What follows belongs to an exercise in optimizing a design on an open flow for small area, a short achievable clock period and few clock cycles per item; a production flow would make more cautious choices. Where RTL was checked, it was by simulation tests only, not by an equivalence proof against the original. Power figures rest on the tool's default switching activity, not on a simulated workload.

## link_reconnect_backoff_controller
module link_reconnect_backoff_controller (
    input  logic                          clk,
    input  logic                          rst_n,
    input  logic                          cfg_wr_en,
    input  logic [lrb_pkg::CFG_IDX_W-1:0] cfg_index,
    input  logic [lrb_pkg::MS_W-1:0]      cfg_wr_data,
    input  logic                          items_valid,
    output logic                          items_ready,
    input  logic [2:0]                    items_mode,
    input  logic [lrb_pkg::TIME_W-1:0]    items_now_ms,
    input  logic                          items_link_up,
    input  logic                          items_have_credentials,
    input  logic                          items_scan_busy,
    output logic                          results_valid,
    input  logic                          results_ready,
    output logic                          results_cmd_connect,
    output logic                          results_cmd_disconnect,
    output logic                          results_notify_up,
    output logic                          results_notify_down,
    output logic                          results_attempt_active,
    output logic [lrb_pkg::TIME_W-1:0]    results_event_epoch,
    output logic [lrb_pkg::MS_W-1:0]      results_current_backoff_ms
);
Size: about 1,500 cells after synthesis, ~15,000 um2 of cells after synthesis.
==> module link_reconnect_backoff_controller, before the edit <==
module link_reconnect_backoff_controller (
    input  logic                          clk,
    input  logic                          rst_n,
    input  logic                          cfg_wr_en,
    input  logic [lrb_pkg::CFG_IDX_W-1:0] cfg_index,
    input  logic [lrb_pkg::MS_W-1:0]      cfg_wr_data,
    input  logic                          items_valid,
    output logic                          items_ready,
    input  logic [2:0]                    items_mode,
    input  logic [lrb_pkg::TIME_W-1:0]    items_now_ms,
    input  logic                          items_link_up,
    input  logic                          items_have_credentials,
    input  logic                          items_scan_busy,
    output logic                          results_valid,
    input  logic                          results_ready,
    output logic                          results_cmd_connect,
    output logic                          results_cmd_disconnect,
    output logic                          results_notify_up,
    output logic                          results_notify_down,
    output logic                          results_attempt_active,
    output logic [lrb_pkg::TIME_W-1:0]    results_event_epoch,
    output logic [lrb_pkg::MS_W-1:0]      results_current_backoff_ms
);
    lrb_pkg::lrb_cfg_t  cfg;
    logic        out_valid_reg;
    logic        advance;
    logic        settle_zero;
    logic        rr_reg, att_reg, rp_reg, wu_reg, ntv_reg;
    logic [30:0] bo_reg;
    logic [31:0] tm_reg;
    logic [31:0] ep_reg;
    logic        rr_n, att_n, rp_n, wu_n, ntv_n;
    logic [30:0] bo_n;
    logic [31:0] tm_n;
    logic [31:0] ep_n;
    logic        conn, disc, nup, ndown;
    logic [3:0]  cmd_reg;
    lrb_cfg_regs u_cfg (
        .clk      (clk),
        .rst_n    (rst_n),
        .wr_en    (cfg_wr_en),
        .wr_index (cfg_index),
        .wr_data  (cfg_wr_data),
        .cfg      (cfg)
    );
    assign settle_zero = (cfg.settle_ms == '0);
    lrb_step u_step (
        .mode             (items_mode),
        .now              (items_now_ms),
        .link_up          (items_link_up),
        .have_credentials (items_have_credentials),
        .scan_busy        (items_scan_busy),
        .rr               (rr_reg),
        .att              (att_reg),
        .rp               (rp_reg),
        .wu               (wu_reg),
        .ntv              (ntv_reg),
        .bo               (bo_reg),
        .tm               (tm_reg),
        .ep               (ep_reg),
        .cfg              (cfg),
        .settle_zero      (settle_zero),
        .rr_n             (rr_n),
        .att_n            (att_n),
        .rp_n             (rp_n),
        .wu_n             (wu_n),
        .ntv_n            (ntv_n),
        .bo_n             (bo_n),
        .tm_n             (tm_n),
        .ep_n             (ep_n),
        .conn             (conn),
        .disc             (disc),
        .nup              (nup),
        .ndown            (ndown)
    );
    assign items_ready = !out_valid_reg || results_ready;
    assign advance = items_valid && items_ready;
    always_ff @(posedge clk)
    begin
        if (advance)
        begin
            cmd_reg <= {conn, disc, nup, ndown};
            tm_reg <= tm_n;
        end
    end
    always_ff @(posedge clk or negedge rst_n)
    begin
        if (!rst_n)
        begin
            out_valid_reg <= 1'b0;
            rr_reg <= 1'b1;
            att_reg <= 1'b0;
            rp_reg <= 1'b0;
            wu_reg <= 1'b0;
            ntv_reg <= 1'b0;
            bo_reg <= '0;
            ep_reg <= '0;
        end
        else
        begin
            if (advance)
            begin
                out_valid_reg <= 1'b1;
                rr_reg <= rr_n;
                att_reg <= att_n;
                rp_reg <= rp_n;
                wu_reg <= wu_n;
                ntv_reg <= ntv_n;
                bo_reg <= bo_n;
                ep_reg <= ep_n;
            end
            else if (results_ready)
            begin
                out_valid_reg <= 1'b0;
            end
        end
    end
    assign results_valid = out_valid_reg;
    assign results_cmd_connect = cmd_reg[3];
    assign results_cmd_disconnect = cmd_reg[2];
    assign results_notify_up = cmd_reg[1];
    assign results_notify_down = cmd_reg[0];
    assign results_attempt_active = att_reg;
    assign results_event_epoch = ep_reg;
    assign results_current_backoff_ms = bo_reg;
endmodule
Settings: LEC_CHECK=0, CAP_MARGIN=20, CORE_MARGIN=2, CORE_UTILIZATION=40, SETUP_SLACK_MARGIN=3, SLEW_MARGIN=20; clock period 7.5 ns.
run.sh (not shown) runs the stock make flow with config.mk's settings and CLKGATE_MAP_FILE= SYNTH_SCRIPT=/design/flow/synth_recipe.tcl, a recipe that flattens the netlist after the stock synthesis.
The baseline ran to the end with no violations.
Rerun with:
--- a/flow/design.v
+++ b/flow/design.v
@@ -196,6 +196,8 @@
     output logic [lrb_pkg::MS_W-1:0]      results_current_backoff_ms
 );
     lrb_pkg::lrb_cfg_t  cfg;
+    lrb_pkg::lrb_item_t s1_item_reg;
+    logic        s1_valid_reg;
     logic        out_valid_reg;
     logic        advance;
     logic        settle_zero;
@@ -219,11 +221,11 @@
     );
     assign settle_zero = (cfg.settle_ms == '0);
     lrb_step u_step (
-        .mode             (items_mode),
-        .now              (items_now_ms),
-        .link_up          (items_link_up),
-        .have_credentials (items_have_credentials),
-        .scan_busy        (items_scan_busy),
+        .mode             (s1_item_reg.mode),
+        .now              (s1_item_reg.now_ms),
+        .link_up          (s1_item_reg.link_up),
+        .have_credentials (s1_item_reg.have_credentials),
+        .scan_busy        (s1_item_reg.scan_busy),
         .rr               (rr_reg),
         .att              (att_reg),
         .rp               (rp_reg),
@@ -247,10 +249,18 @@
         .nup              (nup),
         .ndown            (ndown)
     );
-    assign items_ready = !out_valid_reg || results_ready;
-    assign advance = items_valid && items_ready;
+    assign advance = s1_valid_reg && (!out_valid_reg || results_ready);
+    assign items_ready = !s1_valid_reg || advance;
     always_ff @(posedge clk)
     begin
+        if (items_valid && items_ready)
+        begin
+            s1_item_reg.mode <= items_mode;
+            s1_item_reg.now_ms <= items_now_ms;
+            s1_item_reg.link_up <= items_link_up;
+            s1_item_reg.have_credentials <= items_have_credentials;
+            s1_item_reg.scan_busy <= items_scan_busy;
+        end
         if (advance)
         begin
             cmd_reg <= {conn, disc, nup, ndown};
@@ -261,6 +271,7 @@
     begin
         if (!rst_n)
         begin
+            s1_valid_reg <= 1'b0;
             out_valid_reg <= 1'b0;
             rr_reg <= 1'b1;
             att_reg <= 1'b0;
@@ -272,6 +283,10 @@
         end
         else
         begin
+            if (items_ready)
+            begin
+                s1_valid_reg <= items_valid;
+            end
             if (advance)
             begin
                 out_valid_reg <= 1'b1;
Result: Cell area came out higher slightly. Worst hold slack is about the same. Wire length drops by a few percent. Die area came out higher by a little under a tenth. Setup slack improved by 1.1 ns. Final cell count came out lower slightly. Clock skew hardly moves. Clock power rose by about a fifth.
Testbench counts after the change, summed over its fixed seeds: cycles 12,016, items 12,000.
The RTL of the first run of this note was laid out without a check of its function.


Setup of job 8591:
Another version of the RTL of link_reconnect_backoff_controller (not shown whole).
Size: roughly 270 flip-flops, about 16000 µm² of cells after synthesis.
==> module lrb_step, before the edit <==
module lrb_step (
    input  logic [4:0]  mode_oh,
    input  logic [31:0] now,
    input  logic        link_up,
    input  logic        have_credentials,
    input  logic        scan_busy,
    input  logic        rr,
    input  logic        tick_rr,
    input  logic        att,
    input  logic        rp,
    input  logic        wu,
    input  logic        ntv,
    input  logic [30:0] bo,
    input  logic [31:0] tm,
    input  logic [31:0] ep,
    input  lrb_pkg::lrb_cfg_t cfg,
    input  logic        settle_zero,
    output logic        rr_n,
    output logic        att_n,
    output logic        rp_n,
    output logic        wu_n,
    output logic        ntv_n,
    output logic [30:0] bo_n,
    output logic [31:0] tm_n,
    output logic [31:0] ep_n,
    output logic        conn,
    output logic        disc,
    output logic        nup,
    output logic        ndown
);
    function automatic logic carry_out(input logic [31:0] g, input logic [31:0] p, input logic cin);
        logic [31:0] gg;
        logic [31:0] pp;
        gg = g;
        pp = p;
        for (int d = 1; d < 32; d = d * 2)
        begin
            for (int i = 31; i >= d; i--)
            begin
                gg[i] = gg[i] | (pp[i] & gg[i - d]);
                pp[i] = pp[i] & pp[i - d];
            end
        end
        carry_out = gg[31] | (pp[31] & cin);
    endfunction
    logic        m_tick, m_up, m_down, m_recon, m_fail;
    logic [31:0] add_a;
    logic [30:0] add_b;
    logic [31:0] sum;
    logic [31:0] ntm;
    logic        c31;
    logic        no_wrap;
    logic        reached;
    logic [31:0] tmo_n;
    logic [31:0] csa_s;
    logic [31:0] csa_c;
    logic        csa_k;
    logic        timed_out;
    logic        late;
    logic [31:0] dbl;
    logic [30:0] bo_sched;
    logic        active;
    logic        t_ok, t_rr_go, t_rp, t_att, t_idle, d_s, f_s;
    logic        conn0, conn1, sched0, sched1, sched;
    logic        clr, tm_sum, tm_now;
    logic [31:0] tm_if0, tm_if1;
    logic [30:0] bo_if0, bo_if1;
    assign {m_fail, m_recon, m_down, m_up, m_tick} = mode_oh;
    assign active = att || link_up;
    assign add_a = m_fail ? tm : now;
    assign add_b = tick_rr ? cfg.settle_ms : bo;
    assign sum   = add_a + {1'b0, add_b};
    assign ntm     = ~tm;
    assign c31     = carry_out({1'b0, now[30:0] & ntm[30:0]}, {1'b1, now[30:0] | ntm[30:0]}, 1'b1);
    assign no_wrap = carry_out(now & ntm, now | ntm, 1'b1);
    assign reached = !(now[31] ^ ntm[31] ^ c31);
    assign tmo_n     = ~{1'b0, cfg.attempt_timeout_ms};
    assign csa_s     = now ^ ntm ^ tmo_n;
    assign csa_c     = (now & ntm) | (now & tmo_n) | (ntm & tmo_n);
    assign csa_k     = carry_out({csa_s[31:2] & csa_c[30:1], 2'b00},
                                 {csa_s[31:2] | csa_c[30:1], 2'b11},
                                 csa_s[1] | csa_c[0]);
    assign timed_out = (csa_c[31] && csa_k) || ((csa_c[31] ^ csa_k) && !no_wrap);
    assign dbl      = {bo, 1'b0};
    assign bo_sched = (dbl < {1'b0, cfg.max_retry_ms}) ? dbl[30:0] : cfg.max_retry_ms;
    assign t_ok    = m_tick && have_credentials && !link_up;
    assign t_rr_go = t_ok && rr && !scan_busy && (!att || settle_zero);
    assign t_rp    = t_ok && !rr && rp;
    assign t_att   = t_ok && !rr && !rp && att;
    assign t_idle  = t_ok && !rr && !rp && !att;
    assign d_s     = m_down && have_credentials && !rp;
    assign f_s     = m_fail && att;
    assign late    = t_att ? timed_out : reached;
    assign conn0  = t_rr_go || (t_idle && !ntv);
    assign conn1  = t_rr_go || (t_rp && !scan_busy) || t_idle;
    assign sched0 = f_s || (d_s && !ntv);
    assign sched1 = f_s || d_s || t_att;
    assign conn   = late ? conn1 : conn0;
    assign sched  = late ? sched1 : sched0;
    assign clr    = m_up || (m_tick && (rr || !have_credentials));
    assign tm_sum = tick_rr;
    assign rr_n  = m_recon || (rr && !m_tick);
    assign wu_n  = m_up || (wu && !m_down);
    assign ep_n  = (m_up || m_down) ? ep + 32'd1 : ep;
    assign att_n = conn || (att && !(m_up || m_down || m_fail || (m_tick && (rr || !have_credentials)) ||
                                     (t_att && timed_out)));
    assign rp_n  = (tick_rr && have_credentials && !t_rr_go) ||
                   (rp && !(m_up || (m_tick && !have_credentials) || conn));
    assign ntv_n = sched || (ntv && !clr && !conn);
    assign tm_now = tick_rr && !active;
    assign tm_if0 = (conn0 || tm_now) ? now : ((sched0 || tm_sum) ? sum : tm);
    assign tm_if1 = (conn1 || tm_now) ? now : ((sched1 || tm_sum) ? sum : tm);
    assign bo_if0 = (m_up || tick_rr) ? cfg.initial_retry_ms : (sched0 ? bo_sched : bo);
    assign bo_if1 = (m_up || tick_rr) ? cfg.initial_retry_ms : (sched1 ? bo_sched : bo);
    assign tm_n   = late ? tm_if1 : tm_if0;
    assign bo_n   = late ? bo_if1 : bo_if0;
    assign disc  = (tick_rr && active) || (t_att && timed_out);
    assign nup   = m_up && !wu;
    assign ndown = m_down && wu;
endmodule
==> flow/config.mk <==
export PLATFORM = sky130hd
export DESIGN_NAME = link_reconnect_backoff_controller
export DESIGN_NICKNAME = link_reconnect_backoff_controller
export VERILOG_FILES = /design/flow/design.v
export SDC_FILE = /design/flow/constraint.sdc
export NUM_CORES = 4
export LEC_CHECK = 0
export CAP_MARGIN = 20
export CORE_MARGIN = 2
export CORE_UTILIZATION = 40
export SETUP_SLACK_MARGIN = 3.5
export SLEW_MARGIN = 20
==> flow/constraint.sdc <==
create_clock -name core_clock -period 7.5 [get_ports {clk}]
set_input_delay 1.5000 -clock core_clock [delete_from_list [all_inputs] [get_ports {clk}]]
set_output_delay 1.5000 -clock core_clock [all_outputs]
set_load 0.01 [all_outputs]
standard.sh (not shown) runs the stock make flow with config.mk's settings and CLKGATE_MAP_FILE= SYNTH_SCRIPT=/design/flow/synth_recipe.tcl, a recipe that flattens the netlist after the stock synthesis.
==> flow/flow/run.sh <==
#!/bin/bash
# The standard layout, with two changes:
# - the smallest plain buffer as the port buffer (every port is still buffered; the
#   standard flow picks a delay cell, and the footprint-matched resizing keeps it);
# - no separate half/full adder extraction before ABC maps the logic (the same
#   synthesis otherwise, so the same registers with the same names and cells).
set -euo pipefail
export BUFFER_PORTS_ARGS="-buffer_cell sky130_fd_sc_hd__buf_1"
export ADDER_MAP_FILE=
bash standard.sh > standard.log 2>&1
What job 2001 does differently from job 8591 at the input level:
--- a/flow/design.v
+++ b/flow/design.v
@@ -120,13 +120,13 @@
     logic        active;
     logic        t_ok, t_rr_go, t_rp, t_att, t_idle, d_s, f_s;
     logic        conn0, conn1, sched0, sched1, sched;
-    logic        clr, tm_sum, tm_now;
+    logic        clr, tm_sum;
     logic [31:0] tm_if0, tm_if1;
     logic [30:0] bo_if0, bo_if1;
     assign {m_fail, m_recon, m_down, m_up, m_tick} = mode_oh;
     assign active = att || link_up;
     assign add_a = m_fail ? tm : now;
-    assign add_b = tick_rr ? cfg.settle_ms : bo;
+    assign add_b = tick_rr ? (active ? cfg.settle_ms : 31'd0) : bo;
     assign sum   = add_a + {1'b0, add_b};
     assign ntm     = ~tm;
     assign c31     = carry_out({1'b0, now[30:0] & ntm[30:0]}, {1'b1, now[30:0] | ntm[30:0]}, 1'b1);
@@ -165,9 +165,8 @@
     assign rp_n  = (tick_rr && have_credentials && !t_rr_go) ||
                    (rp && !(m_up || (m_tick && !have_credentials) || conn));
     assign ntv_n = sched || (ntv && !clr && !conn);
-    assign tm_now = tick_rr && !active;
-    assign tm_if0 = (conn0 || tm_now) ? now : ((sched0 || tm_sum) ? sum : tm);
-    assign tm_if1 = (conn1 || tm_now) ? now : ((sched1 || tm_sum) ? sum : tm);
+    assign tm_if0 = conn0 ? now : ((sched0 || tm_sum) ? sum : tm);
+    assign tm_if1 = conn1 ? now : ((sched1 || tm_sum) ? sum : tm);
     assign bo_if0 = (m_up || tick_rr) ? cfg.initial_retry_ms : (sched0 ? bo_sched : bo);
     assign bo_if1 = (m_up || tick_rr) ? cfg.initial_retry_ms : (sched1 ? bo_sched : bo);
     assign tm_n   = late ? tm_if1 : tm_if0;
==> comparison <==
Against job 8591, job 2001 reports a compound-gate portion of the synthesized area that is higher.
Sequential share of the synthesized area in job 2001 is 0.51 points below job 8591.
Re relative contribution of the clock network to total power: job 2001 and job 8591 aren't equal, and the lower value belongs to job 2001.
Job 2001: all stages complete, timing, DRC and antenna checks passed
Going from job 8591 to job 2001, sequential share of layout area closely matched the old numbers; synthesized-area fraction occupied by adder cells +0.45 points.
From job 8591 to job 2001 the numbers moved as follows: design area saw little to no change, via count higher, power after layout decreased 7.1%, worst-path maximum fanout now larger, wire length saw an increase.
Effective utilization at floorplan in job 2001 vs job 8591: down 0.27 points
The lower area added between synthesis and finish of job 2001 and job 8591 is in job 2001.
Function was not checked in any run of this note: the RTL went through the layout flow alone.

-- static timing again, ports no longer ideal --
The results above use ideal ports. As a check the final layouts listed here were re-extracted and re-timed, cells and wires unchanged.
Step 1, drivers: a clkbuf_16 drives clk and a buf_2 each remaining input, both assumed.
Step 2 also shifts input and output timing later by t, the mid clock arrival at the registers, as if the neighbouring blocks saw the same clock.
a / b / c = no drivers / after step 1 / after step 2; a / b = the first two.
run | shift t [ns] | setup WS [ns] | worst setup path after step 2
the first run of note 1 | 0.601 | 1.785 / 1.785 / 1.185 | input to register
the second run of note 1 | 0.625 | 2.873 / 2.873 / 2.873 | register to register
job 8591 | 0.600 | 3.358 / 3.358 / 3.136 | input to register
job 2001 | 0.631 | 3.637 / 3.637 / 3.240 | input to register
After both steps every run listed still meets setup and hold. For the first run of note 1, which loses most, drivers alone change the setup slack by 0.000 ns; drivers and shift together by -0.600 ns.
